This design comes from an exercise in tuning for a short achievable clock period and few clock cycles on the open sky130 flow, not from production work. Function was checked by simulation only, so behaviour that the tests miss may differ from the original. Power and IR drop assume default switching activity.

[flow/design.v]
`default_nettype none
package mem_access_pkg;
    typedef enum logic [2:0] {
        fmt_byte   = 3'd0,   
        fmt_half   = 3'd1,   
        fmt_word   = 3'd2,   
        fmt_byte_u = 3'd4,   
        fmt_half_u = 3'd5    
    } access_format_e;
    typedef enum logic [1:0] {
        ram_idle,      
        ram_wait,      
        ram_respond    
    } ram_state_e;
    typedef struct packed {
        logic [32-1:0] address;
        logic [32-1:0] write_data;    
        logic [3:0]                 byte_enable;   
        logic                       read_enable;
        logic                       write_enable;
    } bus_request_t;
    typedef struct packed {
        logic [32-1:0] read_data;   
        logic                       wait_req;    
        logic                       valid;       
    } bus_response_t;
endpackage
`default_nettype wire
`timescale 1ns/1ps
`default_nettype none
module data_mem_subsystem (
    input  logic                           clock,
    input  logic                           reset,
    input  logic                           read_enable,      
    input  logic                           write_enable,     
    input  mem_access_pkg::access_format_e format,
    input  logic [32-1:0]     address,
    input  logic [32-1:0]     write_data,
    output logic [32-1:0]     read_data,        
    output logic                           data_available    
);
    localparam int W     = 32;
    localparam int DEPTH = 256;
    localparam int LANES = W / 8;
    logic [2:0]       format_code;
    logic [1:0]       size;            
    logic [1:0]       byte_offset;
    logic             sign_load;
    logic [3:0]       byte_enable;
    logic [W-1:0]     store_lanes;     
    logic             store;           
    logic [15:0]      pre_lo;          
    logic [15:0]      pre_hi;          
    logic [DEPTH-1:0] word_select;     
    logic [W-1:0]     word_q [DEPTH];
    logic [W-1:0]     word;            
    logic [3:0]       lane_select [LANES];   
    logic [3:0]       sign_select;     
    logic [LANES-1:0] extend;          
    logic             sign;
    logic [W-1:0]     loaded;
    logic             load_pending;    
    logic [W-1:0]     loaded_q;
    assign format_code = format;
    assign size        = format_code[1:0];
    assign byte_offset = address[1:0];
    assign sign_load   = !format_code[2];
    assign store_lanes = write_data << {byte_offset, 3'b000};
    assign store       = write_enable && !reset;
    always_comb begin
        case (size)
            2'b00:   byte_enable = 4'b0001 << byte_offset;
            2'b01:   byte_enable = 4'b0011 << byte_offset;
            2'b10:   byte_enable = 4'b1111 << byte_offset;
            default: byte_enable = 4'b0000;
        endcase
    end
    always_comb begin
        for (int i = 0; i < 16; i++) begin
            pre_lo[i] = (address[5:2] == 4'(i));
            pre_hi[i] = (address[9:6] == 4'(i));
        end
        for (int w = 0; w < DEPTH; w++) begin
            word_select[w] = pre_lo[w % 16] && pre_hi[w / 16];
        end
    end
    for (genvar w = 0; w < DEPTH; w++) begin : g_word
        always_ff @(posedge clock) begin
            if (store && address[9:2] == 8'(w)) begin
                for (int lane = 0; lane < LANES; lane++) begin
                    if (byte_enable[lane]) begin
                        word_q[w][8*lane +: 8] <= store_lanes[8*lane +: 8];
                    end
                end
            end
        end
    end
    always_comb begin
        word = '0;
        for (int w = 0; w < DEPTH; w++) begin
            word = word | ({W{word_select[w]}} & word_q[w]);
        end
    end
    always_comb begin
        for (int j = 0; j < LANES; j++) begin
            for (int k = 0; k < LANES; k++) begin
                lane_select[j][k] = (32'(byte_offset) + 32'(j) == 32'(k))
                                    && (j == 0 || (j == 1 && size != 2'b00)
                                                || size == 2'b10);
            end
        end
        for (int k = 0; k < LANES; k++) begin
            sign_select[k] = sign_load
                             && ((size == 2'b00 && 32'(byte_offset) == 32'(k))
                              || (size == 2'b01 && 32'(byte_offset) + 1 == 32'(k)));
        end
        extend[0] = 1'b0;
        extend[1] = (size == 2'b00);
        extend[2] = (size == 2'b00) || (size == 2'b01);
        extend[3] = (size == 2'b00) || (size == 2'b01);
    end
    always_comb begin
        sign = 1'b0;
        for (int k = 0; k < LANES; k++) begin
            sign = sign | (sign_select[k] & word[8*k+7]);
        end
        for (int j = 0; j < LANES; j++) begin
            logic [7:0] b;
            b = {8{extend[j] & sign}};
            for (int k = 0; k < LANES; k++) begin
                b = b | ({8{lane_select[j][k]}} & word[8*k +: 8]);
            end
            loaded[8*j +: 8] = b;
        end
    end
    always_ff @(posedge clock) begin
        loaded_q <= loaded;
    end
    always_ff @(posedge clock) begin
        if (reset) begin
            load_pending <= 1'b0;
        end else begin
            load_pending <= read_enable && !load_pending;
        end
    end
    assign read_data      = loaded_q;
    assign data_available = write_enable || load_pending;
endmodule
`default_nettype wire
[flow/run.sh]
#!/bin/bash
# synth_recipe.tcl (not shown) runs the flow's synth.tcl, then flattens the netlist and writes it again
# the make line also repeats each setting of config.mk as NAME=value (left out here)
make -C /OpenROAD-flow-scripts/flow DESIGN_CONFIG=/design/flow/config.mk WORK_HOME=/design/flow/orfs CLKGATE_MAP_FILE= SYNTH_SCRIPT=/design/flow/synth_recipe.tcl finish
[flow/config.mk]
export PLATFORM = sky130hd
export DESIGN_NAME = data_mem_subsystem
export DESIGN_NICKNAME = data_mem_subsystem
export VERILOG_FILES = /design/flow/design.v
export SDC_FILE = /design/flow/constraint.sdc
export NUM_CORES = 4
export LEC_CHECK = 0
export ABC_CLOCK_PERIOD_IN_PS = 2000
export CAP_MARGIN = 20
export CORE_MARGIN = 2
export CORE_UTILIZATION = 50
export SETUP_SLACK_MARGIN = 4.35
export SLEW_MARGIN = 20
export SYNTH_MEMORY_MAX_BITS = 16384
export TNS_END_PERCENT = 5
[flow/constraint.sdc]
create_clock -name core_clock -period 8.0 [get_ports {clock}]
set_input_delay 1.6000 -clock core_clock [delete_from_list [all_inputs] [get_ports {clock}]]
set_output_delay 1.6000 -clock core_clock [all_outputs]
set_load 0.01 [all_outputs]
==> summary.txt, run 1 <==
Yosys
  – Syn avg cell area: 17.1 um^2
  – Post-synth EDFFs: roughly 8000
  – Mapped cell area: around 300000 um^2
  – Register area share after synthesis: about 80%
  – Ys Warns: 3
  – Prevailing post-synth register cell: edfxtp_1
  – Syn nets: between 15000 and 20000
  – Async SR Flop Fraction: 0%
  – Library cells used by synthesis: 88
  – Flops & latches, synth: between 8000 and 9000
  – Post-synthesis instance total: around 18000

Global routing
  – Largest net degree at the start of global routing: 252
  – Total global-route track usage: between 70% and 80%
  – Overflow after GRT: 4

Placement
  – Dpl ws: approximately 0.20 ns
  – Placer congestion estimate: 1.33
  – Placed Instances: between 20000 and 30000
  – DP HPWL: 1620000 um
  – IO buf count: 81

Clock network
  – H-tree levels: 6
  – Clk root buf: clkbuf_16
  – CTS Hold Bufs: 0
  – Clock Path Buffers: 4
  – Clock sink count: between 8000 and 9000
  – CTS Buf Count: just over 800

Floorplan
  – Die Width: between 700 and 800 um
  – Initial cell density of the core: 50.2%
  – Boundary Pins: ~100
  – Die height: approximately 800 um
  – Row Count: between 200 and 300

Status
  – Status: did not finish
  – Fail Step: 5_1_grt
  – Run-stopping error: [ERROR GRT-0232] Routing congestion too high. Check the congestion heatmap in the GUI.
-- Yosys cell counts (all sizes together) (172+ instances only) --
cell type | count | area share [%]
mux2i | 312 | 1.0
a221oi | 172 | 0.49
a22oi | 2643 | 6.5
buf | 411 | 0.65
and3 | 311 | 0.64
o22ai | 343 | 0.70
clkbuf | 790 | 0.97
nand4 | 327 | 0.68
a222oi | 194 | 0.63
nand2 | 687 | 0.84
nor4 | 186 | 0.38
nor3 | 213 | 0.35
nand3 | 278 | 0.45
nor2 | 1393 | 1.7
edfxtp | 8192 | 80
a22o | 342 | 0.98
-- power groups by stage --
stage	Clock [W]	Sequential, W	Combinational [W]
2_1_floorplan	0	0.0487	0.00142
3_3_place_gp	0	0.0486	0.00429
3_5_place_dp	0	0.0487	0.00435
4_1_cts	0.0380	0.0477	0.00477
-- worst max path at each step --
stage | slack (ns) | endpoint | cells after the start
CTS | 3.17 | loaded_q[0] | 16
floorplan | 2.72 | word_q[0][30] | 5
detailed placement | 0.20 | loaded_q[2] | 14
global placement | -0.17 | loaded_q[2] | 13
-- layer usage --
layer / GRT usage [%] / overflow
met5: 59.4 / 0
met4: 74.6 / 2
met3: 73.6 / 2
met2: 86.6 / 0
met1: 79.4 / 0
-- metrics by stage --
| stage | cell area [um^2] | TNS [ns] | utilization [%] |
|---|---|---|---|
| after CTS | 376000 | 0 | 61.5 |
| after detailed placement | 340000 | 0 | 55.5 |
| after global placement | 338000 | -0.174 | 55.4 |
| after floorplan | 307000 | 0 | - |
-- cells by family after synthesis --
group / Yosys count / share of synthesized area (%)
DFF: 8225 / 80.3
AOI/OAI and AO/OA: 4407 / 11.0
and+or+nand+nor: 3700 / 5.84
buffers and inverters: 1213 / 1.63
muxes: 359 / 1.20
adders and majority gates: 4 / 0.0163
-- what timing repair did --
item / in CTS
cloned: 47
pin swaps: 203
resized for setup: 814
endpoints found under the hold margin: 0
buffers inserted: 475
endpoints found under the setup margin: 8421
Testbench counts, summed over its fixed seeds: cycles 24,975.
==> inputs of run 2 (changes only) <==
--- a/flow/design.v
+++ b/flow/design.v
@@ -29,4 +29,69 @@
 `timescale 1ns/1ps
 `default_nettype none
+module dm_and2 (
+    input  logic a,
+    input  logic b,
+    output logic y
+);
+    assign y = a & b;
+endmodule
+module dm_aoi22 (
+    input  logic a1,
+    input  logic a2,
+    input  logic b1,
+    input  logic b2,
+    output logic y_n
+);
+    assign y_n = !((a1 & a2) | (b1 & b2));
+endmodule
+module dm_nand4 (
+    input  logic [3:0] a,
+    output logic       y
+);
+    assign y = !(&a);
+endmodule
+module dm_nor2 (
+    input  logic [1:0] a,
+    output logic       y_n
+);
+    assign y_n = !(|a);
+endmodule
+module dm_nand2 (
+    input  logic [1:0] a,
+    output logic       y
+);
+    assign y = !(&a);
+endmodule
+module dm_read_bit (
+    input  logic [255:0] sel,
+    input  logic [255:0] bits,
+    output logic         y
+);
+    logic [127:0] l1_n;   
+    logic [31:0]  l2;     
+    logic [15:0]  l3_n;   
+    logic [3:0]   l4;     
+    logic [1:0]   l5_n;   
+    for (genvar i = 0; i < 128; i++) begin : g_l1
+        dm_aoi22 u (.a1(sel[2*i]), .a2(bits[2*i]), .b1(sel[2*i+1]), .b2(bits[2*i+1]),
+                    .y_n(l1_n[i]));
+    end
+    for (genvar i = 0; i < 32; i++) begin : g_l2
+        dm_nand4 u (.a(l1_n[4*i +: 4]), .y(l2[i]));
+    end
+    for (genvar i = 0; i < 16; i++) begin : g_l3
+        dm_nor2 u (.a(l2[2*i +: 2]), .y_n(l3_n[i]));
+    end
+    for (genvar i = 0; i < 4; i++) begin : g_l4
+        dm_nand4 u (.a(l3_n[4*i +: 4]), .y(l4[i]));
+    end
+    for (genvar i = 0; i < 2; i++) begin : g_l5
+        dm_nor2 u (.a(l4[2*i +: 2]), .y_n(l5_n[i]));
+    end
+    dm_nand2 u_l6 (.a(l5_n), .y(y));
+endmodule
+`default_nettype wire
+`timescale 1ns/1ps
+`default_nettype none
 module data_mem_subsystem (
     input  logic                           clock,
@@ -48,4 +113,5 @@
     logic             sign_load;
     logic [3:0]       byte_enable;
+    logic [3:0]       lane_write;      
     logic [W-1:0]     store_lanes;     
     logic             store;           
@@ -53,5 +119,7 @@
     logic [15:0]      pre_hi;          
     logic [DEPTH-1:0] word_select;     
+    logic [3:0]       word_write [DEPTH];   
     logic [W-1:0]     word_q [DEPTH];
+    logic [DEPTH-1:0] bit_column [W];  
     logic [W-1:0]     word;            
     logic [3:0]       lane_select [LANES];   
@@ -76,4 +144,5 @@
         endcase
     end
+    assign lane_write = byte_enable & {4{store}};
     always_comb begin
         for (int i = 0; i < 16; i++) begin
@@ -81,24 +150,24 @@
             pre_hi[i] = (address[9:6] == 4'(i));
         end
-        for (int w = 0; w < DEPTH; w++) begin
-            word_select[w] = pre_lo[w % 16] && pre_hi[w / 16];
-        end
     end
     for (genvar w = 0; w < DEPTH; w++) begin : g_word
+        dm_and2 u_select (.a(pre_lo[w % 16]), .b(pre_hi[w / 16]), .y(word_select[w]));
+        for (genvar lane = 0; lane < LANES; lane++) begin : g_lane
+            dm_and2 u_write (.a(word_select[w]), .b(lane_write[lane]),
+                             .y(word_write[w][lane]));
+        end
         always_ff @(posedge clock) begin
-            if (store && address[9:2] == 8'(w)) begin
-                for (int lane = 0; lane < LANES; lane++) begin
-                    if (byte_enable[lane]) begin
-                        word_q[w][8*lane +: 8] <= store_lanes[8*lane +: 8];
-                    end
+            for (int lane = 0; lane < LANES; lane++) begin
+                if (word_write[w][lane]) begin
+                    word_q[w][8*lane +: 8] <= store_lanes[8*lane +: 8];
                 end
             end
         end
     end
-    always_comb begin
-        word = '0;
-        for (int w = 0; w < DEPTH; w++) begin
-            word = word | ({W{word_select[w]}} & word_q[w]);
-        end
+    for (genvar b = 0; b < W; b++) begin : g_bit
+        for (genvar w = 0; w < DEPTH; w++) begin : g_w
+            assign bit_column[b][w] = word_q[w][b];
+        end
+        dm_read_bit u_read (.sel(word_select), .bits(bit_column[b]), .y(word[b]));
     end
     always_comb begin
--- a/flow/config.mk
+++ b/flow/config.mk
@@ -10,6 +10,7 @@
 export CORE_MARGIN = 2
 export CORE_UTILIZATION = 50
-export SETUP_SLACK_MARGIN = 4.35
-export SLEW_MARGIN = 20
+export SETUP_SLACK_MARGIN = 4.4
+export SLEW_MARGIN = 60
+export SYNTH_HIERARCHICAL = 1
 export SYNTH_MEMORY_MAX_BITS = 16384
-export TNS_END_PERCENT = 5
+export SYNTH_MINIMUM_KEEP_SIZE = 0
==> run 2 against run 1 <==
The run now finishes clean. Synthesized cell count down 13%. Synthesized area increased by 3.2%.
==> summary.txt, run 2 <==
Status
  – Status: complete, no violations

Critical path
  – RR Startpoint: word_q[38][7]
  – CP Launch Type: input port
  – CP endpoint kind: register
  – Worst R2R Path Depth: 12
  – Critical path arrival: ~5.4 ns
  – CP Capture Point: loaded_q[25]
  – Maximum fanout along the worst path: 10
  – FF-to-FF setup slack: 4.74 ns
  – Cells along the critical path: buf_12 -> nand2b_4 -> nor3_4 -> buf_12 -> buf_6 -> clkbuf_16 -> and2_4 -> buf_4 -> a22oi_2 -> nand4_1 -> nor2_4 -> nand4_1 -> nor2_4 -> buf_8 -> nand2_8 -> mux2i_4 -> o32ai_4 -> o21bai_4 -> buf_6 -> nand2_1
  – Crit path largest cell delay: 0.43 ns
  – Worst setup startpoint: address[4]
  – CP required: around 9.0 ns
  – Reg2reg end: loaded_q[25]
  – Critical path's slowest cell: nor2_4
  – WS Path Type: in -> reg

Floorplan
  – Die Width: between 800 and 900 um
  – Boundary Pins: around 100
  – Row Count: slightly below 300
  – Core Area: between 600000 and 700000 um^2
  – Initial cell density of the core: 50.2%
  – Die height: ~800 um
  – Die area: 640000 um^2

Yosys
  – Post-Synth XOR/XNOR Area: 0%
  – Mapped cell area: between 300000 and 400000 um^2
  – Synth area leader: edfxtp_1
  – Syn avg cell area: around 20 um^2
  – Async SR Flop Fraction: 0%
  – Most numerous cell in the Yosys netlist: edfxtp_1
  – Synth Area in Simple Gates: about 5.7%
  – Post-synthesis adder-cell area fraction: 0.0237%
  – Flops & latches, synth: between 8000 and 9000
  – Area contributors post-synth: edfxtp_1, a22oi_2, and2_1
  – Prevailing post-synth register cell: edfxtp_1
  – Ys Warns: 14
  – Portion of netlist area occupied by mux cells: less than 1%
  – Post-synth top cells: edfxtp_1, a22oi_2, and2_1
  – Top cell type's share of synthesized area: between 70% and 80%
  – Syn nets: around 16000
  – Post-synthesis instance total: approximately 16000
  – Post-synth EDFFs: approximately 8200
  – Compound-gate portion of the synthesized area: between 10% and 20%
  – Register area share after synthesis: between 70% and 80%
  – Library cells used by synthesis: 32
  – Largest family of logic cells by synthesized area: compound AO/OA/AOI/OAI gates

STA
  – Clock Skews: between 0.03 and 0.04 ns
  – Hold WS: around 0.43 ns
  – Fin. Hold Viols: 0
  – TNS Setup: 0 ns
  – Unrepaired setup endpoints after global routing: yes
  – Worst-Margin Slew: ~0.66 ns
  – Fin crit period: between 4 and 5 ns
  – Fmax: 229 MHz
  – Relative slew slack: ~56%
  – Finish-stage setup viols: 0
  – Fin crit share: between 50 and 60%
  – Final slew viol count: 0

Global routing
  – Total global-route track usage: a little over a quarter
  – Initial antenna violation count: slightly below 50
  – Global-route wire length before repair: roughly 1200000 um
  – Largest net degree at the start of global routing: between 80 and 90
  – Overflow after GRT: 0
  – Vias in the first global route: 162000

Power
  – Flop pwr share: 54.3%
  – Sw frac: roughly a fifth
  – Pint: around 0.069 W
  – Pwr per Cell Area: around 240 nW/um^2
  – Maximum vdd drop: between 0.2 and 0.3 mV
  – Clock power frac: between 40% and 50%
  – NetSw: between 0.015 and 0.02 W
  – Combinational share of power: roughly 3.7%
  – P_leak: 103 nW

Placement
  – Placer congestion estimate: slightly below 0.9
  – IO buf count: approximately 80
  – Placed Instances: around 25000
  – DP HPWL: just under 600000 um
  – Area post-placement: between 300000 and 400000 um^2

Hold path
  – Hold crit path type: reg -> reg
  – Hold_sp: load_pending

Clock network
  – CTS Buf Count: ~820
  – Clk root buf: clkbuf_16
  – Clock Path Buffers: 4
  – Skew-Pair Late Insertion Delay: around 1.2 ns
  – H-tree levels: 6
  – CTS Hold Bufs: 0
  – CTS tree: built
  – Clock sink count: around 8200
  – Reg clk slew, reported paths: approximately 0.060 ns

Run
  – Maximum capacitance violations: 0

Finish
  – Utilization after layout: approximately 58%
  – Largest regs: word_q: 8192 flops, loaded_q: 32 flops, load_pending: 1 flops
  – Biggest register: word_q
  – Post-route insts no fill: 26500
  – Commonest non-fill, non-tap cell in the layout: edfxtp_1
  – Commonest non-fill, non-tap cells in the layout: edfxtp_1, a22oi_2, nand4_1
  – Post-route cell area: around 370000 um^2
  – Share of cells above drive strength 1: between 30% and 40%
  – P&R area growth vs syn: 16.1%
  – Max reg flops: 8192
  – Nets@finish: approximately 18000

Route
  – 1st-pass router iterations: 6
  – Iteration-0 DRC Markers: about 20000
  – Routed Antenna Nets: 0
  – Wire length per cell: approximately 33 um
  – Final Routed Wirelength: 878000 um
  – Vias/cell: around 6.3
  – Vias: between 150k and 200k
  – DRC viols: 0
-- run 2: what timing repair did --
item / in CTS / in global routing
cloned: 16 / 4
setup buffers: 145 / 49
gates resized for setup: 685 / 307
setup endpoints to repair: 6087 / 938
pin swaps: 177 / 136
-- run 2: layout make-up --
type,count,area (um^2)
timing repair buffer,1009,11800
multi-input combinational,7380,73500
tap,8379,10500
fill,46400,264000
antenna,19,47.5
clock buffer,1053,21700
sequential,8225,247000
clock inverter,433,3720
inverter,3,11.3
-- run 2: kinds of logic (layout without fill, tap and decap cells) --
kind of cell / after synthesis / after routing
mux: 35 / 35
fa+ha+maj: 6 / 6
flops: 8225 / 8225
simple gates: 3165 / 3173
buf+inv: 22 / 2498
compound gates: 4165 / 4166
other cells: 0 / 19
-- run 2: modules after synthesis (local to each module, per instance), excerpt --
module	times used	cell area [um^2]
data_mem_subsystem	1	248000
dm_aoi22	4096	12.5
dm_and2	1280	6.26
dm_nand2	32	3.75
dm_nand4	1152	6.26
dm_nor2	576	3.75
-- run 2: routing by layer --
layer	wire (um)	track usage, %	vias to the layer above
met3	70800	4.67	1153
met5	103	0	-
met2	411000	42.2	6225
met1	367000	38.9	88100
li1	-	-	70800
met4	28700	7.71	16
-- run 2: worst max-delay path: cells and delay by family --
kind,cells,cell delay (ns)
buffers and inverters,7,1.12
AND/OR/NAND/NOR,9,1.79
AO/OA/AOI/OAI,3,0.60
multiplexers,1,0.21
-- run 2: per-stage QoR --
stage	total power, W	setup slack, ns
after floorplan	0.0496	2.05
after global placement	0.0514	0.232
after detailed placement	0.0516	0.365
after CTS	0.0882	3.89
after global routing	0.0901	3.68
final	0.0879	3.64
-- run 2: worst min path at each step --
stage / to / slack [ns] / depth (start not counted)
global placement: load_pending / 0.40 / 1
global route: load_pending / 0.46 / 1
floorplan: load_pending / 0.39 / 1
CTS: load_pending / 0.43 / 1
detailed placement: load_pending / 0.41 / 1
finish: load_pending / 0.43 / 1
-- run 2: power by group through the flow --
stage | registers [W] | clock network [W] | logic [W]
finish | 0.0477 | 0.0369 | 0.00325
floorplan | 0.0487 | 0 | 0.000905
detailed placement | 0.0486 | 0 | 0.00297
global placement | 0.0486 | 0 | 0.00272
global route | 0.0477 | 0.0391 | 0.00331
CTS | 0.0477 | 0.0374 | 0.00308
Testbench counts of run 2, summed over its fixed seeds: cycles 24,975.
==> inputs of run 3 (changes only) <==
--- a/flow/design.v
+++ b/flow/design.v
@@ -91,4 +91,38 @@
     dm_nand2 u_l6 (.a(l5_n), .y(y));
 endmodule
+module dm_pick_d4 (
+    input  logic [3:0] sel,
+    input  logic [3:0] d,
+    output logic       y
+);
+    assign y = |(sel & d);
+endmodule
+module dm_pick_d3s4 (
+    input  logic [2:0] sel,
+    input  logic [2:0] d,
+    input  logic [3:0] sign_sel,
+    input  logic [3:0] s,
+    output logic       y
+);
+    assign y = |(sel & d) | |(sign_sel & s);
+endmodule
+module dm_pick_d2s4 (
+    input  logic [1:0] sel,
+    input  logic [1:0] d,
+    input  logic [3:0] sign_sel,
+    input  logic [3:0] s,
+    output logic       y
+);
+    assign y = |(sel & d) | |(sign_sel & s);
+endmodule
+module dm_pick_d1s4 (
+    input  logic       sel,
+    input  logic       d,
+    input  logic [3:0] sign_sel,
+    input  logic [3:0] s,
+    output logic       y
+);
+    assign y = (sel & d) | |(sign_sel & s);
+endmodule
 `default_nettype wire
 `timescale 1ns/1ps
@@ -126,5 +160,6 @@
     logic [3:0]       sign_select;     
     logic [LANES-1:0] extend;          
-    logic             sign;
+    logic [3:0]       sign_terms [LANES];   
+    logic [3:0]       sign_bits;       
     logic [W-1:0]     loaded;
     logic             load_pending;    
@@ -190,16 +225,38 @@
     end
     always_comb begin
-        sign = 1'b0;
+        for (int j = 0; j < LANES; j++) begin
+            sign_terms[j] = sign_select & {4{extend[j]}};
+        end
         for (int k = 0; k < LANES; k++) begin
-            sign = sign | (sign_select[k] & word[8*k+7]);
-        end
-        for (int j = 0; j < LANES; j++) begin
-            logic [7:0] b;
-            b = {8{extend[j] & sign}};
-            for (int k = 0; k < LANES; k++) begin
-                b = b | ({8{lane_select[j][k]}} & word[8*k +: 8]);
-            end
-            loaded[8*j +: 8] = b;
-        end
+            sign_bits[k] = word[8*k+7];
+        end
+    end
+    for (genvar b = 0; b < 8; b++) begin : g_pick
+        dm_pick_d4 u_byte0 (
+            .sel (lane_select[0]),
+            .d   ({word[24+b], word[16+b], word[8+b], word[b]}),
+            .y   (loaded[b])
+        );
+        dm_pick_d3s4 u_byte1 (
+            .sel      (lane_select[1][3:1]),
+            .d        ({word[24+b], word[16+b], word[8+b]}),
+            .sign_sel (sign_terms[1]),
+            .s        (sign_bits),
+            .y        (loaded[8+b])
+        );
+        dm_pick_d2s4 u_byte2 (
+            .sel      (lane_select[2][3:2]),
+            .d        ({word[24+b], word[16+b]}),
+            .sign_sel (sign_terms[2]),
+            .s        (sign_bits),
+            .y        (loaded[16+b])
+        );
+        dm_pick_d1s4 u_byte3 (
+            .sel      (lane_select[3][3]),
+            .d        (word[24+b]),
+            .sign_sel (sign_terms[3]),
+            .s        (sign_bits),
+            .y        (loaded[24+b])
+        );
     end
     always_ff @(posedge clock) begin
==> run 3 against run 2 <==
Largest power group unchanged. Fmax rose by 4.8%. Sequential power barely moved. Hold slack lost 0.0063 ns. Power is essentially flat. Routed wire length increased by 4.0%. Largest cell class unchanged. Critical endpoint is now loaded_q[14]. First-iteration DRC count up 13%. Non-clock buffer count increased by 140. Global-route usage grew 0.69 points.
==> summary.txt, run 3 <==
Status
  – Status: complete, no violations

Floorplan
  – Die Width: 801 um
  – Die area: 641000 um^2
  – Boundary Pins: approximately 100
  – Initial cell density of the core: 50.2%
  – Die height: 801 um
  – Row Count: 292
  – Core Area: around 630000 um^2

STA
  – Fmax: 240 MHz
  – Worst-Margin Slew: around 0.64 ns
  – Relative slew slack: between 50 and 60%
  – Finish-stage setup viols: 0
  – Clock Skews: just under 0.07 ns
  – Final worst slack: 3.83 ns
  – TNS Setup: 0 ns
  – Fin. Hold Viols: 0
  – Fin crit share: 52.1%
  – Unrepaired setup endpoints after global routing: yes
  – Final slew viol count: 0
  – Fin crit period: 4.17 ns

Hold path
  – WHS Path Cells: 1
  – Hold_sp: load_pending
  – WHS Endpoint: load_pending
  – Hold crit path type: reg -> reg

Power
  – Pint: 0.0689 W
  – Sw frac: between 20% and 30%
  – Combinational share of power: around 3.9%
  – Maximum vdd drop: roughly 0.25 mV
  – NetSw: between 0.015 and 0.02 W
  – Pwr per Cell Area: between 200 and 250 nW/um^2
  – Total power: 0.0878 W
  – Clock power frac: between 40 and 50%
  – P_leak: ~100 nW
  – Flop pwr share: 54.6%

Yosys
  – Syn avg cell area: 20.3 um^2
  – Ys Warns: 16
  – Post-synth top cells: edfxtp_1, a22oi_2, and2_1
  – Syn nets: between 15000 and 20000
  – Synth area leader: edfxtp_1
  – Flops & latches, synth: about 8200
  – Post-synthesis instance total: around 16000
  – Prevailing post-synth register cell: edfxtp_1
  – Library cells used by synthesis: 37
  – Async SR Flop Fraction: 0%
  – Post-synth EDFFs: approximately 8200
  – Area contributors post-synth: edfxtp_1, a22oi_2, and2_1
  – Most numerous cell in the Yosys netlist: edfxtp_1
  – Top cell type's share of synthesized area: 77.5%
  – Mapped cell area: roughly 320000 um^2
  – Register area share after synthesis: 77.7%

Clock network
  – Skew-Pair Late Insertion Delay: roughly 1.2 ns
  – Clock sink count: about 8200
  – H-tree levels: 6
  – Clock Path Buffers: 4
  – CTS Hold Bufs: 0
  – Reg clk slew, reported paths: ~0.060 ns
  – CTS Buf Count: a little over 800
  – Clk root buf: clkbuf_16
  – CTS tree: built

Route
  – Vias/cell: around 6.3
  – Vias: roughly 170k
  – DRC viols: 0
  – Final Routed Wirelength: 913000 um
  – Routed Antenna Nets: 0
  – Iteration-0 DRC Markers: ~22000
  – 1st-pass router iterations: 9
  – Wire length per cell: ~34 um

Placement
  – Dpl ws: around 1.2 ns
  – IO buf count: 81
  – DP HPWL: between 500000 and 600000 um
  – Placer congestion estimate: around 0.89

Critical path
  – RR Startpoint: word_q[252][31]
  – Maximum fanout along the worst path: 6
  – CP endpoint kind: register
  – CP required: approximately 9 ns
  – CP Launch Type: input port
  – FF-to-FF setup slack: 4.96 ns
  – Critical path arrival: approximately 5.2 ns
  – WS Path Type: in -> reg
  – Worst R2R Path Depth: 10
  – Reg2reg end: loaded_q[14]
  – Worst setup startpoint: address[4]

Global routing
  – Vias in the first global route: 164000
  – Global-route wire length before repair: ~1300000 um
  – Initial antenna violation count: 81
  – Total global-route track usage: between 20% and 30%
  – Overflow after GRT: 0
  – Largest net degree at the start of global routing: 89

Run
  – Maximum capacitance violations: 0

Finish
  – Commonest non-fill, non-tap cell in the layout: edfxtp_1
  – Largest regs: word_q: 8192 flops, loaded_q: 32 flops, load_pending: 1 flops
  – Fillers: roughly 46000
  – Biggest register: word_q
  – Commonest non-fill, non-tap cells in the layout: edfxtp_1, a22oi_2, nand4_1
  – P&R area growth vs syn: 17.0%
  – Nets@finish: 17800
  – Share of cells above drive strength 1: 39.2%
  – Max reg flops: 8192
==> run 3: area by class of cell <==
class                   count  area, um^2  area share (%)
clock buffers            1058       21800            5.88
well taps                8379       10500            2.83
repair buffers           1149       13600            3.67
flip-flops and latches   8225      247000            66.5
clock inverters           435        3320           0.894
multi-input cells        7485       74900            20.2
diodes                     79         198          0.0533
inverters                   4        15.0         0.00405
==> run 3: logic make-up (layout without fill, tap and decap cells) <==
| logic type | Yosys count | count (layout) | synth area share [%] |
|---|---|---|---|
| flops | 8225 | 8225 | 77.7 |
| mux | 34 | 34 | 0.107 |
| buf+inv | 15 | 2646 | 0.0327 |
| compound gates | 4193 | 4193 | 16.4 |
| other cells | 0 | 79 | 0 |
| simple gates | 3156 | 3253 | 5.71 |
| fa+ha+maj | 5 | 5 | 0.0197 |
==> run 3: Yosys stat by module (local to each module, per instance), excerpt <==
module | cells | times used
dm_nand2 | 1 | 32
dm_aoi22 | 1 | 4096
data_mem_subsystem | 8380 | 1
dm_and2 | 1 | 1280
dm_pick_d3s4 | 4 | 8
dm_nand4 | 1 | 1152
dm_pick_d2s4 | 4 | 8
dm_nor2 | 1 | 576
dm_pick_d1s4 | 3 | 8
dm_pick_d4 | 3 | 8
==> run 3: layer usage <==
metal	global-route usage, %	vias to the layer above	part of all wire [%]
met1	40.7	89400	42
met5	0	-	0.021
met2	41.3	7518	45
met3	5.71	1261	9.2
met4	8.78	26	3.5
li1	-	71600	-
==> run 3: repair_timing <==
item / in CTS / in global routing
setup buffers: 238 / 88
endpoints found under the setup margin: 6404 / 774
pin swaps: 306 / 145
cloned: 101 / 18
gates resized for setup: 865 / 124
==> run 3: worst max path at each step <==
stage / to / slack, ns / cells after the start
6_report: loaded_q[14] / 3.83 / 17
5_1_grt: loaded_q[14] / 3.88 / 18
4_1_cts: loaded_q[25] / 4.12 / 18
3_5_place_dp: loaded_q[9] / 1.20 / 16
3_3_place_gp: loaded_q[3] / 0.84 / 13
2_1_floorplan: word_q[0][24] / 2.10 / 4
==> run 3: worst max-delay path, cell delays in order <==
cell      delay [ns]
buf_12          0.12
nand2b_4        0.20
nor3_4          0.07
buf_12          0.15
buf_16          0.18
and2_4          0.20
buf_12          0.13
a22oi_2         0.17
nand4_1         0.43
nor2_4          0.32
nand4_1         0.33
nor2_2          0.26
buf_6           0.20
nand2_8         0.10
buf_6           0.15
a222oi_1        0.36
nand3_1         0.18
==> run 3: power by group through the flow <==
stage / clock (W) / combinational [W] / sequential (W)
3_3_place_gp: 0 / 0.00271 / 0.0488
2_1_floorplan: 0 / 0.000941 / 0.0488
6_report: 0.0364 / 0.00346 / 0.0479
4_1_cts: 0.0369 / 0.00325 / 0.0479
3_5_place_dp: 0 / 0.00300 / 0.0488
5_1_grt: 0.0386 / 0.00350 / 0.0479
==> run 3: metrics by stage <==
step	std cells	instance area, um^2	utilization [%]	hold WS (ns)
2_1_floorplan	15600	318000	-	0.388
3_3_place_gp	24600	335000	52.9	0.397
3_5_place_dp	24800	338000	53.5	0.409
4_1_cts	26600	369000	58.3	0.426
5_1_grt	26700	371000	58.6	0.446
6_report	26800	371000	58.7	0.422
Testbench counts of run 3, summed over its fixed seeds: cycles 24,975.
==> inputs of run 4 (changes only) <==
--- a/flow/design.v
+++ b/flow/design.v
@@ -63,6 +63,24 @@
     assign y = !(&a);
 endmodule
+module dm_oai21 (
+    input  logic [1:0] a,
+    input  logic       b,
+    output logic       y_n
+);
+    assign y_n = !((|a) & b);
+endmodule
+module dm_decode4 (
+    input  logic [3:0]  a,
+    output logic [15:0] y
+);
+    always_comb begin
+        for (int i = 0; i < 16; i++) begin
+            y[i] = (a == 4'(i));
+        end
+    end
+endmodule
 module dm_read_bit (
-    input  logic [255:0] sel,
+    input  logic [15:0]  lo,
+    input  logic [15:0]  hi,
     input  logic [255:0] bits,
     output logic         y
@@ -74,6 +92,6 @@
     logic [1:0]   l5_n;   
     for (genvar i = 0; i < 128; i++) begin : g_l1
-        dm_aoi22 u (.a1(sel[2*i]), .a2(bits[2*i]), .b1(sel[2*i+1]), .b2(bits[2*i+1]),
-                    .y_n(l1_n[i]));
+        dm_aoi22 u (.a1(lo[(2*i) % 16]), .a2(bits[2*i]),
+                    .b1(lo[(2*i+1) % 16]), .b2(bits[2*i+1]), .y_n(l1_n[i]));
     end
     for (genvar i = 0; i < 32; i++) begin : g_l2
@@ -81,5 +99,5 @@
     end
     for (genvar i = 0; i < 16; i++) begin : g_l3
-        dm_nor2 u (.a(l2[2*i +: 2]), .y_n(l3_n[i]));
+        dm_oai21 u (.a(l2[2*i +: 2]), .b(hi[i]), .y_n(l3_n[i]));
     end
     for (genvar i = 0; i < 4; i++) begin : g_l4
@@ -150,4 +168,6 @@
     logic [W-1:0]     store_lanes;     
     logic             store;           
+    logic [15:0]      read_lo;         
+    logic [15:0]      read_hi;         
     logic [15:0]      pre_lo;          
     logic [15:0]      pre_hi;          
@@ -180,10 +200,8 @@
     end
     assign lane_write = byte_enable & {4{store}};
-    always_comb begin
-        for (int i = 0; i < 16; i++) begin
-            pre_lo[i] = (address[5:2] == 4'(i));
-            pre_hi[i] = (address[9:6] == 4'(i));
-        end
-    end
+    dm_decode4 u_read_lo  (.a(address[5:2]), .y(read_lo));
+    dm_decode4 u_read_hi  (.a(address[9:6]), .y(read_hi));
+    dm_decode4 u_write_lo (.a(address[5:2]), .y(pre_lo));
+    dm_decode4 u_write_hi (.a(address[9:6]), .y(pre_hi));
     for (genvar w = 0; w < DEPTH; w++) begin : g_word
         dm_and2 u_select (.a(pre_lo[w % 16]), .b(pre_hi[w / 16]), .y(word_select[w]));
@@ -204,5 +222,5 @@
             assign bit_column[b][w] = word_q[w][b];
         end
-        dm_read_bit u_read (.sel(word_select), .bits(bit_column[b]), .y(word[b]));
+        dm_read_bit u_read (.lo(read_lo), .hi(read_hi), .bits(bit_column[b]), .y(word[b]));
     end
     always_comb begin
--- a/flow/config.mk
+++ b/flow/config.mk
@@ -9,5 +9,5 @@
 export CAP_MARGIN = 20
 export CORE_MARGIN = 2
-export CORE_UTILIZATION = 50
+export CORE_UTILIZATION = 55
 export SETUP_SLACK_MARGIN = 4.4
 export SLEW_MARGIN = 60
==> run 4 against run 3 <==
Via count up 4.3%. Final area up 0.60%. Routed wire length up 9.9%. Highest routed layer unchanged. Critical endpoint is now loaded_q[9]. Register-to-register slack better by 0.04 ns. Setup slack better by 0.039 ns. Synthesized area up 0.47%. Still clean on timing, DRC and antenna.
==> summary.txt, run 4 <==
Route
  – Wire length per cell: 38.3 um
  – Vias: 177000
  – Vias/cell: roughly 6.8
  – Routed Antenna Nets: 0
  – DRC viols: 0
  – Final Routed Wirelength: 1000000 um
  – Iteration-0 DRC Markers: around 25000
  – 1st-pass router iterations: 9

Hold path
  – Hold crit path type: reg -> reg
  – WHS Path Cells: 1
  – Hold_sp: load_pending
  – WHS Endpoint: load_pending

STA
  – Finish-stage setup viols: 0
  – Fin crit share: 51.6%
  – Fin crit period: between 4 and 5 ns
  – TNS Setup: 0 ns
  – Fmax: roughly 240 MHz
  – Clock Skews: 0.0644 ns
  – Unrepaired setup endpoints after global routing: yes
  – Fin. Hold Viols: 0
  – Final slew viol count: 0
  – Relative slew slack: between 50 and 60%
  – Worst-Margin Slew: around 0.71 ns

Yosys
  – Syn nets: approximately 16000
  – Flops & latches, synth: slightly above 8000
  – Post-synthesis instance total: between 15000 and 20000
  – Syn avg cell area: approximately 20 um^2
  – Post-synth top cells: edfxtp_1, a22oi_2, and2_1
  – Async SR Flop Fraction: 0%
  – Top cell type's share of synthesized area: 77.2%
  – Area contributors post-synth: edfxtp_1, a22oi_2, and2_1
  – Library cells used by synthesis: 39
  – Synth area leader: edfxtp_1
  – Post-synth EDFFs: about 8200
  – Ys Warns: 17
  – Most numerous cell in the Yosys netlist: edfxtp_1
  – Register area share after synthesis: 77.4%
  – Prevailing post-synth register cell: edfxtp_1
  – Mapped cell area: around 320000 um^2

Critical path
  – Critical path's slowest cell: nand4_1
  – WP buf/inv: 5
  – CP endpoint kind: register
  – Worst R2R Path Depth: 9
  – Critical path's top delay family: simple AND/OR/NAND/NOR gates
  – FF-to-FF setup slack: 5.00 ns
  – WS Path Type: in -> reg
  – Crit path largest cell delay: roughly 0.6 ns
  – Reg2reg end: loaded_q[9]
  – Maximum fanout along the worst path: 33
  – Critical path arrival: 5.18 ns
  – Cells along the critical path: buf_16 -> and4bb_4 -> buf_16 -> buf_12 -> buf_8 -> a22oi_2 -> nand4_1 -> o21ai_2 -> nand4_1 -> nor2_1 -> buf_4 -> nand2_4 -> a222oi_1 -> nand3_1
  – CP required: about 9.1 ns
  – RR Startpoint: word_q[100][17]
  – CP Launch Type: input port

Placement
  – Placer congestion estimate: approximately 0.88
  – Area post-placement: ~340000 um^2
  – IO buf count: 81
  – DP HPWL: ~640000 um

Power
  – Pwr per Cell Area: 240 nW/um^2
  – P_leak: about 100 nW
  – Maximum vdd drop: approximately 0.24 mV

Clock network
  – Clk root buf: clkbuf_16
  – Reg clk slew, reported paths: ~0.060 ns
  – Skew-Pair Late Insertion Delay: 1.18 ns
  – CTS Hold Bufs: 0
  – H-tree levels: 6
  – CTS Buf Count: 820
  – Clock Path Buffers: 4
  – CTS tree: built
  – Clock sink count: between 8000 and 9000

Finish
  – Max reg flops: between 8000 and 9000
  – Biggest register: word_q
  – Fillers: 39300
  – Register area: between 200000 and 250000 um^2
  – Nets@finish: around 18000
  – Largest regs: word_q: 8192 flops, loaded_q: 32 flops, load_pending: 1 flops
  – Commonest non-fill, non-tap cells in the layout: edfxtp_1, a22oi_2, nand4_1
  – Share of cells above drive strength 1: 40.6%
  – P&R area growth vs syn: 17.1%
  – Post-route cell area: 373000 um^2
  – Commonest non-fill, non-tap cell in the layout: edfxtp_1
  – Area of the multi-input gates: 75300 um^2

Floorplan
  – Die area: between 500000 and 600000 um^2
  – Row Count: about 280
  – Die height: 765 um
  – Core Area: 577000 um^2
  – Die Width: 765 um
  – Boundary Pins: 104
  – Initial cell density of the core: between 50% and 60%

Global routing
  – Vias in the first global route: approximately 170k
  – Overflow after GRT: 0
  – Largest net degree at the start of global routing: ~130
  – Initial antenna violation count: 163
  – Total global-route track usage: about a third
  – Global-route wire length before repair: approximately 1400000 um

Status
  – Status: complete, no violations

Run
  – Maximum capacitance violations: 0
==> run 4: cell count changes in the layout (fill, tap and decap cells not counted), moves of 162 or more <==
cell     change
and2_1     -443
and2_2     +415
o21ai_1    +347
nor2_1     -222
buf_4      -169
nor2_4     -162
==> run 4: final cells by class <==
type	count	share of cell area [%]
Tap cell	7727	2.59
Clock inverter	409	0.842
Clock buffer	1071	5.86
Sequential cell	8225	66.1
Multi-Input combinational cell	7418	20.2
Antenna cell	207	0.139
Inverter	4	0.00536
Timing Repair Buffer	1120	4.29
==> run 4: logic make-up after synthesis <==
logic type / synth area share, %
DFF: 77.4
AOI/OAI and AO/OA: 17.1
and+or+nand+nor: 5.31
muxes: 0.104
buffers and inverters: 0.0820
adders and majority gates: 0.0196
==> run 4: what timing repair did <==
item,4_1_cts,5_1_grt
gates resized for setup,963,467
pin swaps,253,173
cloned,38,34
setup endpoints to repair,7829,3090
setup buffers,107,130
==> run 4: through the flow <==
| stage | total power, W | utilization (%) | worst slack (ns) | cells | hold WS, ns |
|---|---|---|---|---|---|
| 2_1_floorplan | 0.0523 | - | -16.43 | 15700 | 0.388 |
| 3_3_place_gp | 0.0531 | 58.2 | 0.900 | 24000 | 0.397 |
| 3_5_place_dp | 0.0533 | 58.9 | 1.92 | 24200 | 0.406 |
| 4_1_cts | 0.0895 | 64.0 | 4.12 | 25800 | 0.423 |
| 6_report | 0.0894 | 64.7 | 3.87 | 26200 | 0.420 |
| 5_1_grt | 0.0915 | 64.6 | 3.94 | 26000 | 0.454 |
==> run 4: worst max-delay path by stage <==
stage                     startpoint            to  slack (ns)  cells after the start
after detailed placement  address[2]  loaded_q[28]        1.92                     17
after global placement    address[4]  loaded_q[10]        0.90                     13
after global routing      address[2]   loaded_q[9]        3.94                     14
after CTS                 address[4]  loaded_q[10]        4.12                     15
after floorplan           address[3]  loaded_q[23]      -16.43                     10
final                     address[2]   loaded_q[9]        3.87                     14
==> run 4: report_power, final <==
| group | switching (W) | leakage [nW] | internal (W) |
|---|---|---|---|
| Sequential | 0.000146 | 66.7 | 0.0477 |
| Combinational | 0.00352 | 25.4 | 0.00157 |
| Clock | 0.0161 | 12.2 | 0.0204 |
==> run 4: Yosys stat by module, one instance, submodules excluded, a selection <==
module	cell area, um^2	flops+latches	cells
data_mem_subsystem	248000	8225	8335
dm_decode4	277	0	20
dm_pick_d3s4	30.0	0	4
dm_pick_d2s4	27.5	0	4
dm_pick_d1s4	21.3	0	3
dm_pick_d4	18.8	0	3
dm_aoi22	12.5	0	1
dm_and2	6.26	0	1
dm_nand4	6.26	0	1
dm_oai21	5.00	0	1
dm_nand2	3.75	0	1
dm_nor2	3.75	0	1
==> run 4: worst register-to-register path: cells and delay by family, from the launching register on <==
| family | cells | cell delay (ns) |
|---|---|---|
| buf+inv | 1 | 0.23 |
| compound gates | 3 | 1.01 |
| flops | 1 | 0.38 |
| simple gates | 5 | 1.32 |
==> run 4: routing by layer <==
layer  GRT usage (%)  share of wire, %  up-vias
met3            7.22                10     1648
met4            12.2               3.9       64
li1                -                 -    72000
met2            49.7                45     9672
met1            48.7                40    93800
met5               0             0.038        -
Testbench counts of run 4, summed over its fixed seeds: cycles 24,975.
==> inputs of run 5 (changes only) <==
--- a/flow/design.v
+++ b/flow/design.v
@@ -114,5 +114,8 @@
     output logic       y
 );
-    assign y = |(sel & d);
+    logic [1:0] t_n;
+    dm_aoi22 u0 (.a1(sel[0]), .a2(d[0]), .b1(sel[1]), .b2(d[1]), .y_n(t_n[0]));
+    dm_aoi22 u1 (.a1(sel[2]), .a2(d[2]), .b1(sel[3]), .b2(d[3]), .y_n(t_n[1]));
+    dm_nand2 u2 (.a(t_n), .y(y));
 endmodule
 module dm_pick_d3s4 (
@@ -123,5 +126,10 @@
     output logic       y
 );
-    assign y = |(sel & d) | |(sign_sel & s);
+    logic [3:0] t_n;
+    dm_aoi22 u0 (.a1(sel[0]), .a2(d[0]), .b1(sel[1]), .b2(d[1]), .y_n(t_n[0]));
+    dm_aoi22 u1 (.a1(sel[2]), .a2(d[2]), .b1(sign_sel[0]), .b2(s[0]), .y_n(t_n[1]));
+    dm_aoi22 u2 (.a1(sign_sel[1]), .a2(s[1]), .b1(sign_sel[2]), .b2(s[2]), .y_n(t_n[2]));
+    dm_nand2 u3 (.a({sign_sel[3], s[3]}), .y(t_n[3]));
+    dm_nand4 u4 (.a(t_n), .y(y));
 endmodule
 module dm_pick_d2s4 (
@@ -132,5 +140,9 @@
     output logic       y
 );
-    assign y = |(sel & d) | |(sign_sel & s);
+    logic [2:0] t_n;
+    dm_aoi22 u0 (.a1(sel[0]), .a2(d[0]), .b1(sel[1]), .b2(d[1]), .y_n(t_n[0]));
+    dm_aoi22 u1 (.a1(sign_sel[0]), .a2(s[0]), .b1(sign_sel[1]), .b2(s[1]), .y_n(t_n[1]));
+    dm_aoi22 u2 (.a1(sign_sel[2]), .a2(s[2]), .b1(sign_sel[3]), .b2(s[3]), .y_n(t_n[2]));
+    dm_nand3 u3 (.a(t_n), .y(y));
 endmodule
 module dm_pick_d1s4 (
@@ -141,5 +153,15 @@
     output logic       y
 );
-    assign y = (sel & d) | |(sign_sel & s);
+    logic [2:0] t_n;
+    dm_nand2 u0 (.a({sel, d}), .y(t_n[0]));
+    dm_aoi22 u1 (.a1(sign_sel[0]), .a2(s[0]), .b1(sign_sel[1]), .b2(s[1]), .y_n(t_n[1]));
+    dm_aoi22 u2 (.a1(sign_sel[2]), .a2(s[2]), .b1(sign_sel[3]), .b2(s[3]), .y_n(t_n[2]));
+    dm_nand3 u3 (.a(t_n), .y(y));
+endmodule
+module dm_nand3 (
+    input  logic [2:0] a,
+    output logic       y
+);
+    assign y = !(&a);
 endmodule
 `default_nettype wire
==> run 5 against run 4 <==
Count of clock-buffer cells in the layout decreased by 21. Sequential power is essentially flat. Final cell count shrank 0.52%. Synthesized cell count increased by 0.10%. Fmax rose by 4.7%. Sequential share of layout area barely moved. Register-to-register slack improved by 0.21 ns. Critical path depth unchanged. Highest routed layer unchanged.
==> summary.txt, run 5 <==
Global routing
  – Vias in the first global route: 166000
  – Global-route wire length before repair: roughly 1300000 um
  – Largest net degree at the start of global routing: 121
  – Total global-route track usage: between 30% and 40%
  – Overflow after GRT: 0
  – Initial antenna violation count: 72

Route
  – Wire length per cell: approximately 38 um
  – Final Routed Wirelength: approximately 980000 um
  – Vias/cell: approximately 6.6
  – DRC viols: 0
  – Vias: 172000
  – Routed Antenna Nets: 0
  – 1st-pass router iterations: 5
  – Iteration-0 DRC Markers: 19400

Critical path
  – Most Frequent Cell on Critical Path: buf_16
  – Critical path's slowest cell: a22oi_2
  – Maximum fanout along the worst path: 8
  – Crit path largest cell delay: ~0.49 ns
  – CP endpoint kind: register
  – Reg2reg end: loaded_q[1]
  – Worst R2R Path Depth: 8
  – RR Startpoint: word_q[240][17]
  – CP required: ~9 ns
  – WS Path Type: in -> reg
  – Critical path arrival: approximately 5 ns
  – CP Launch Type: input port
  – Cells along the critical path: buf_16 -> and4bb_4 -> buf_6 -> buf_12 -> buf_16 -> buf_16 -> a22oi_2 -> nand4_1 -> o21ai_2 -> nand4_1 -> nor2_1 -> nand2_2 -> a22oi_2 -> nand2_1
  – FF-to-FF setup slack: approximately 5.2 ns

Yosys
  – Area contributors post-synth: edfxtp_1, a22oi_2, and2_1
  – Post-synth EDFFs: roughly 8200
  – Async SR Flop Fraction: 0%
  – Post-synth top cells: edfxtp_1, a22oi_2, and2_1
  – Post-synthesis instance total: 15700
  – Prevailing post-synth register cell: edfxtp_1
  – Syn avg cell area: 20.4 um^2
  – Syn nets: ~16000
  – Ys Warns: 17
  – Top cell type's share of synthesized area: ~77%
  – Register area share after synthesis: approximately 77%
  – Mapped cell area: between 300000 and 400000 um^2
  – Synth area leader: edfxtp_1
  – Most numerous cell in the Yosys netlist: edfxtp_1
  – Library cells used by synthesis: 37
  – Flops & latches, synth: 8225

STA
  – Finish-stage setup viols: 0
  – Clock Skews: between 0.04 and 0.05 ns
  – Relative slew slack: between 50% and 60%
  – Hold WS: 0.438 ns
  – TNS Setup: 0 ns
  – Worst-Margin Slew: 0.652 ns
  – Fin crit share: ~50%
  – Final worst slack: roughly 4 ns
  – Unrepaired setup endpoints after global routing: yes
  – Fmax: approximately 250 MHz
  – Fin crit period: 3.94 ns
  – Final slew viol count: 0
  – Fin. Hold Viols: 0

Power
  – Combinational share of power: under 10%
  – Sw frac: about 22%
  – P_leak: between 100 and 150 nW
  – Pint: 0.0704 W
  – Maximum vdd drop: around 0.24 mV
  – Clock power frac: about two fifths
  – Flop pwr share: between 50% and 60%
  – Pwr per Cell Area: about 240 nW/um^2
  – NetSw: just under 0.02 W

Clock network
  – Clock sink count: approximately 8200
  – CTS Buf Count: 823
  – CTS Hold Bufs: 0
  – CTS tree: built
  – Clock Path Buffers: 4
  – Skew-Pair Late Insertion Delay: around 1.1 ns
  – Reg clk slew, reported paths: 0.06 ns
  – H-tree levels: 6
  – Clk root buf: clkbuf_16

Floorplan
  – Die area: ~600000 um^2
  – Core Area: about 580000 um^2
  – Initial cell density of the core: a little under three fifths
  – Row Count: approximately 280
  – Boundary Pins: roughly 100
  – Die height: 766 um
  – Die Width: 766 um

Finish
  – Nets@finish: 17600
  – Biggest register: word_q
  – P&R area growth vs syn: 16.9%
  – Commonest non-fill, non-tap cells in the layout: edfxtp_1, a22oi_2, nand4_1
  – Max reg flops: 8192
  – Share of cells above drive strength 1: around two fifths
  – Commonest non-fill, non-tap cell in the layout: edfxtp_1
  – Largest regs: word_q: 8192 flops, loaded_q: 32 flops, load_pending: 1 flops

Status
  – Status: complete, no violations

Placement
  – IO buf count: around 80
  – Dpl ws: a little under 2 ns
  – DP HPWL: around 640000 um
  – Placer congestion estimate: between 0.8 and 0.9

Hold path
  – WHS Path Cells: 1
  – Hold_sp: load_pending
  – Hold crit path type: reg -> reg
  – WHS Endpoint: load_pending

Run
  – Maximum capacitance violations: 0
## run 5: cells by family after synthesis
family	Yosys count	share of synthesized area, %
flops	8225	77.3
compound gates	4702	17.2
simple gates	2684	5.32
mux	33	0.103
buf+inv	30	0.0819
fa+ha+maj	5	0.0196
## run 5: how the worst max path moves through the flow
stage               startpoint      endpoint  depth (start not counted)
global route        address[5]  loaded_q[12]                         14
finish              address[5]   loaded_q[1]                         14
detailed placement  address[5]  loaded_q[17]                         14
CTS                 address[2]  loaded_q[12]                         15
floorplan           address[3]  loaded_q[24]                         10
global placement    address[5]  loaded_q[12]                         11
## run 5: final cells by class
cell class | instances | area (um^2)
sequential | 8225 | 247000
fill | 39300 | 204000
multi-input combinational | 7435 | 75000
clock buffer | 1050 | 22000
timing repair buffer | 1046 | 16100
tap | 7727 | 9670
clock inverter | 454 | 3560
antenna | 104 | 260
inverter | 4 | 15.0
## run 5: modules after synthesis (local to each module, per instance), excerpt
| module | area, um^2 | times used | flops+latches | cells |
|---|---|---|---|---|
| dm_and2 | 6.26 | 1280 | 0 | 1 |
| dm_aoi22 | 12.5 | 4176 | 0 | 1 |
| dm_decode4 | 277 | 4 | 0 | 20 |
| dm_nand2 | 3.75 | 56 | 0 | 1 |
| dm_nand3 | 5.00 | 16 | 0 | 1 |
| dm_nand4 | 6.26 | 1160 | 0 | 1 |
| dm_oai21 | 5.00 | 512 | 0 | 1 |
## run 5: stage by stage
stage,cells,area [um^2],util [%],total power [W]
after floorplan,15700,319000,-,0.0523
after global placement,23900,335000,58.0,0.0529
after detailed placement,24100,340000,58.8,0.0532
after CTS,25800,371000,64.2,0.0901
after global routing,25900,373000,64.6,0.0920
final,26000,373000,64.6,0.0899
## run 5: power groups by stage
stage / Clock, W / Combinational (W) / Sequential [W]
5_1_grt: 0.0391 / 0.00520 / 0.0478
3_5_place_dp: 0 / 0.00448 / 0.0487
4_1_cts: 0.0374 / 0.00485 / 0.0478
3_3_place_gp: 0 / 0.00417 / 0.0487
6_report: 0.0371 / 0.00505 / 0.0478
2_1_floorplan: 0 / 0.00326 / 0.0490
## run 5: timing repair
action                     in CTS  in global routing
pin swaps                     194                206
setup endpoints to repair    1826               4597
buffers inserted              128                 59
resized for setup             673                280
cloned                         87                 17
## run 5: worst max-delay path, delay by kind of cell
kind | cells | cell delay (ns)
and+or+nand+nor | 6 | 1.52
buffers and inverters | 5 | 0.77
AOI/OAI and AO/OA | 3 | 0.95
## run 5: per-layer routing
metal / GRT usage (%) / wire length [um]
met5: 0 / 88
met2: 54.8 / 488000
met3: 4.39 / 61200
met4: 18.3 / 63800
met1: 41.6 / 370000
Testbench counts of run 5, summed over its fixed seeds: cycles 24,975.
==> inputs of run 6 (changes only) <==
--- a/flow/design.v
+++ b/flow/design.v
@@ -80,7 +80,18 @@
     end
 endmodule
+module dm_decode2 (
+    input  logic [1:0] a,
+    output logic [3:0] y
+);
+    always_comb begin
+        for (int i = 0; i < 4; i++) begin
+            y[i] = (a == 2'(i));
+        end
+    end
+endmodule
 module dm_read_bit (
-    input  logic [15:0]  lo,
-    input  logic [15:0]  hi,
+    input  logic [3:0][15:0] lo,
+    input  logic [3:0][3:0]  mid,
+    input  logic [3:0]   grp,
     input  logic [255:0] bits,
     output logic         y
@@ -92,6 +103,6 @@
     logic [1:0]   l5_n;   
     for (genvar i = 0; i < 128; i++) begin : g_l1
-        dm_aoi22 u (.a1(lo[(2*i) % 16]), .a2(bits[2*i]),
-                    .b1(lo[(2*i+1) % 16]), .b2(bits[2*i+1]), .y_n(l1_n[i]));
+        dm_aoi22 u (.a1(lo[i / 32][(2*i) % 16]), .a2(bits[2*i]),
+                    .b1(lo[i / 32][(2*i+1) % 16]), .b2(bits[2*i+1]), .y_n(l1_n[i]));
     end
     for (genvar i = 0; i < 32; i++) begin : g_l2
@@ -99,5 +110,5 @@
     end
     for (genvar i = 0; i < 16; i++) begin : g_l3
-        dm_oai21 u (.a(l2[2*i +: 2]), .b(hi[i]), .y_n(l3_n[i]));
+        dm_oai21 u (.a(l2[2*i +: 2]), .b(mid[i / 4][i % 4]), .y_n(l3_n[i]));
     end
     for (genvar i = 0; i < 4; i++) begin : g_l4
@@ -105,5 +116,6 @@
     end
     for (genvar i = 0; i < 2; i++) begin : g_l5
-        dm_nor2 u (.a(l4[2*i +: 2]), .y_n(l5_n[i]));
+        dm_aoi22 u (.a1(grp[2*i]), .a2(l4[2*i]), .b1(grp[2*i+1]), .b2(l4[2*i+1]),
+                    .y_n(l5_n[i]));
     end
     dm_nand2 u_l6 (.a(l5_n), .y(y));
@@ -190,6 +202,7 @@
     logic [W-1:0]     store_lanes;     
     logic             store;           
-    logic [15:0]      read_lo;         
-    logic [15:0]      read_hi;         
+    logic [3:0][15:0] read_lo;         
+    logic [3:0][3:0]  read_mid;        
+    logic [3:0]       read_grp;        
     logic [15:0]      pre_lo;          
     logic [15:0]      pre_hi;          
@@ -222,6 +235,9 @@
     end
     assign lane_write = byte_enable & {4{store}};
-    dm_decode4 u_read_lo  (.a(address[5:2]), .y(read_lo));
-    dm_decode4 u_read_hi  (.a(address[9:6]), .y(read_hi));
+    for (genvar g = 0; g < 4; g++) begin : g_group
+        dm_decode4 u_read_lo  (.a(address[5:2]), .y(read_lo[g]));
+        dm_decode2 u_read_mid (.a(address[7:6]), .y(read_mid[g]));
+    end
+    dm_decode2 u_read_grp (.a(address[9:8]), .y(read_grp));
     dm_decode4 u_write_lo (.a(address[5:2]), .y(pre_lo));
     dm_decode4 u_write_hi (.a(address[9:6]), .y(pre_hi));
@@ -244,5 +260,6 @@
             assign bit_column[b][w] = word_q[w][b];
         end
-        dm_read_bit u_read (.lo(read_lo), .hi(read_hi), .bits(bit_column[b]), .y(word[b]));
+        dm_read_bit u_read (.lo(read_lo), .mid(read_mid), .grp(read_grp), .bits(bit_column[b]),
+                            .y(word[b]));
     end
     always_comb begin
--- a/flow/config.mk
+++ b/flow/config.mk
@@ -9,5 +9,6 @@
 export CAP_MARGIN = 20
 export CORE_MARGIN = 2
-export CORE_UTILIZATION = 55
+export CORE_UTILIZATION = 60
+export PLACE_DENSITY = 0.68
 export SETUP_SLACK_MARGIN = 4.4
 export SLEW_MARGIN = 60
==> run 6 against run 5 <==
Still clean. Critical path depth is 2 higher. Via count grew 3.5%. Setup slack worse by 0.15 ns. Clock skew is 0.0075 ns lower. Flip-flop and latch count did not move. Final area is 0.20% higher. Hold slack lost 0.0051 ns. Routed wire length decreased by 3.4%. Power decreased by 0.81%. Synthesized cell count increased by 0.38%. Fmax fell by 3.5%. Register-to-register slack lost 0.29 ns. Highest routed layer unchanged.
==> summary.txt, run 6 <==
Yosys
  – Flops & latches, synth: roughly 8200
  – Ys Warns: 18
  – Post-synth EDFFs: roughly 8200
  – Register area share after synthesis: between 70% and 80%
  – Post-synthesis instance total: about 16000
  – Syn nets: 15800
  – Area contributors post-synth: edfxtp_1, a22oi_2, and2_1
  – Synth area leader: edfxtp_1
  – Prevailing post-synth register cell: edfxtp_1
  – Syn avg cell area: 20.4 um^2
  – Top cell type's share of synthesized area: between 70% and 80%
  – Most numerous cell in the Yosys netlist: edfxtp_1
  – Async SR Flop Fraction: 0%
  – Library cells used by synthesis: 39
  – Mapped cell area: ~320000 um^2
  – Post-synth top cells: edfxtp_1, a22oi_2, and2_1

STA
  – Fin. Hold Viols: 0
  – Final slew viol count: 0
  – Fin crit period: between 4 and 5 ns
  – Finish-stage setup viols: 0
  – Clock Skews: about 0.034 ns
  – Fmax: 245 MHz
  – Unrepaired setup endpoints after global routing: yes
  – Relative slew slack: approximately 55%
  – Fin crit share: between 50% and 60%
  – Worst-Margin Slew: roughly 0.67 ns
  – Hold WS: 0.432 ns

Route
  – Final Routed Wirelength: about 950000 um
  – Vias/cell: around 7
  – Routed Antenna Nets: 0
  – DRC viols: 0
  – 1st-pass router iterations: 7
  – Wire length per cell: roughly 37 um
  – Iteration-0 DRC Markers: 24000
  – Vias: about 180k

Finish
  – Post-route insts no fill: between 20000 and 30000
  – Nets@finish: 17700
  – P&R area growth vs syn: 16.7%
  – Commonest non-fill, non-tap cells in the layout: edfxtp_1, a22oi_2, nand4_1
  – Commonest non-fill, non-tap cell in the layout: edfxtp_1
  – Max reg flops: about 8000
  – Utilization after layout: between 70 and 80%
  – Biggest register: word_q
  – Fillers: around 32000
  – Share of cells above drive strength 1: between 30% and 40%
  – Largest regs: word_q: 8192 flops, loaded_q: 32 flops, load_pending: 1 flops

Critical path
  – CP endpoint kind: register
  – RR Startpoint: word_q[128][15]
  – Maximum fanout along the worst path: 22
  – CP required: around 9.0 ns
  – CP Launch Type: input port
  – FF-to-FF setup slack: between 4 and 5 ns
  – Reg2reg end: loaded_q[12]
  – WS Path Type: in -> reg
  – Critical path arrival: between 5 and 6 ns
  – Worst R2R Path Depth: 9

Placement
  – Placed Instances: 23500
  – DP HPWL: ~590000 um
  – IO buf count: approximately 80
  – Placer congestion estimate: approximately 0.93

Clock network
  – Clock Path Buffers: 4
  – Skew-Pair Late Insertion Delay: 1.17 ns
  – CTS Buf Count: 797
  – Clock sink count: approximately 8200
  – CTS tree: built
  – H-tree levels: 6
  – CTS Hold Bufs: 0
  – Clk root buf: clkbuf_16
  – Reg clk slew, reported paths: approximately 0.06 ns

Power
  – Maximum vdd drop: 0.264 mV
  – Pwr per Cell Area: roughly 240 nW/um^2
  – Total power: 0.0892 W
  – P_leak: about 100 nW

Global routing
  – Initial antenna violation count: between 90 and 100
  – Overflow after GRT: 0
  – Largest net degree at the start of global routing: 100
  – Total global-route track usage: 34.4%
  – Global-route wire length before repair: between 1000000 and 1500000 um
  – Vias in the first global route: about 170k

Floorplan
  – Boundary Pins: about 100
  – Die height: approximately 730 um
  – Die area: 540000 um^2
  – Die Width: about 730 um
  – Initial cell density of the core: around three fifths
  – Core Area: between 500000 and 600000 um^2
  – Row Count: roughly 270

Hold path
  – Hold_sp: load_pending
  – WHS Path Cells: 1
  – WHS Endpoint: load_pending
  – Hold crit path type: reg -> reg

Status
  – Status: complete, no violations

Run
  – Maximum capacitance violations: 0
[run 6: stage by stage]
stage	TNS, ns	setup slack, ns	cell area (um^2)
after floorplan	-17.40	-0.644	321000
after global placement	0	1.48	335000
after detailed placement	0	1.88	340000
after CTS	0	4.17	371000
after global routing	0	4.11	374000
final	0	3.91	374000
[run 6: how the worst max path moves through the flow]
stage	cells past startpoint	to	startpoint	slack, ns
final	16	loaded_q[22]	address[5]	3.91
after global routing	16	loaded_q[30]	address[5]	4.11
after CTS	13	loaded_q[19]	address[2]	4.17
after detailed placement	14	loaded_q[30]	address[4]	1.88
after global placement	13	loaded_q[10]	address[3]	1.48
after floorplan	10	loaded_q[17]	address[4]	-0.64
[run 6: power breakdown]
group,internal [W],total [W],switching (W)
Combinational,0.00171,0.00556,0.00384
Clock,0.0199,0.0358,0.0159
Sequential,0.0477,0.0478,0.0000694
[run 6: cell type report]
type	count	area, um^2	share of cell area, %
Sequential cell	8225	247000	66.0
Clock buffer	1020	21000	5.61
Clock inverter	433	3500	0.935
Antenna cell	130	325	0.0870
Timing Repair Buffer	1123	17200	4.59
Inverter	4	15.0	0.00401
Tap cell	7020	8780	2.35
Multi-Input combinational cell	7488	76500	20.5
[run 6: routing by layer]
layer / share of wire, % / vias to the layer above / GRT usage (%)
met3: 11 / 1761 / 8.70
met5: 0.13 / - / 0.873
met4: 4.8 / 32 / 14.8
met1: 38 / 93000 / 47.9
met2: 46 / 10600 / 52.1
li1: - / 72300 / -
[run 6: repair_timing]
action                                  CTS  global route
setup endpoints to repair              3726          2729
gates resized for setup                 746           397
setup buffers                           192            73
gates cloned                             83            14
endpoints found under the hold margin     0             0
pin swaps                               242           182
[run 6: modules after synthesis (local to each module, per instance), excerpt]
| module | copies in the design | flip-flops and latches | cell area [um^2] |
|---|---|---|---|
| data_mem_subsystem | 1 | 8225 | 248000 |
| dm_decode4 | 6 | 0 | 277 |
| dm_decode2 | 5 | 0 | 26.3 |
| dm_aoi22 | 4240 | 0 | 12.5 |
| dm_and2 | 1280 | 0 | 6.26 |
| dm_nand4 | 1160 | 0 | 6.26 |
| dm_nand3 | 16 | 0 | 5.00 |
| dm_oai21 | 512 | 0 | 5.00 |
| dm_nand2 | 56 | 0 | 3.75 |
[run 6: logic make-up (layout without fill, tap and decap cells)]
kind of cell    Yosys count  count (layout)  synth area share (%)
mux                      33              33                 0.103
flops                  8225            8225                  77.0
compound gates         4766            4766                  17.4
fa+ha+maj                 5               5                0.0195
simple gates           2672            2684                  5.41
other cells               0             130                     0
buf+inv                  38            2580                 0.110
[run 6: critical path, cell delays in order]
cell and delay, ns:
buf_16 0.17, buf_12 0.14, buf_16 0.13, and4bb_4 0.21
buf_16 0.16, buf_4 0.16, buf_6 0.19, a22oi_2 0.22
nand4_1 0.16, o21ai_2 0.30, nand4_1 0.55, a22oi_2 0.41
buf_6 0.21, nand2_8 0.10, a22oi_2 0.20, nand3_1 0.12
Testbench counts of run 6, summed over its fixed seeds: cycles 24,975.

==> port drivers added, routing unchanged <==
The results above use ideal ports. As a check the final layouts listed here were re-extracted and re-timed, cells and wires unchanged. Step 1, drivers: a clkbuf_16 drives clock and a buf_2 each remaining input, both assumed. Step 2, shift: input delay + t, output delay - t, t = (earliest + latest rising clock arrival at the registers) / 2. This alone moves slack from input paths to output paths. Three values: ideal ports, drivers, drivers and shift; two values: the first two.
run | t, ns | setup slack, ns | hold WS [ns] | cell pins on the clock port's net
run 2 | 1.281 | 3.635 / 3.544 / 2.263 | 0.429 / 0.429 / 0.429 | 1
run 3 | 1.296 | 3.834 / 3.808 / 2.512 | 0.422 / 0.422 / 0.422 | 1
run 4 | 1.291 | 3.873 / 3.813 / 2.522 | 0.420 / 0.420 / 0.420 | 1
run 5 | 1.261 | 4.057 / 3.854 / 2.593 | 0.438 / 0.438 / 0.438 | 1
run 6 | 1.278 | 3.912 / 3.476 / 2.198 | 0.432 / 0.432 / 0.432 | 1
After both steps every run listed still meets setup and hold. For run 6, which loses most, drivers alone change the setup slack by -0.436 ns; drivers and shift together by -1.714 ns.
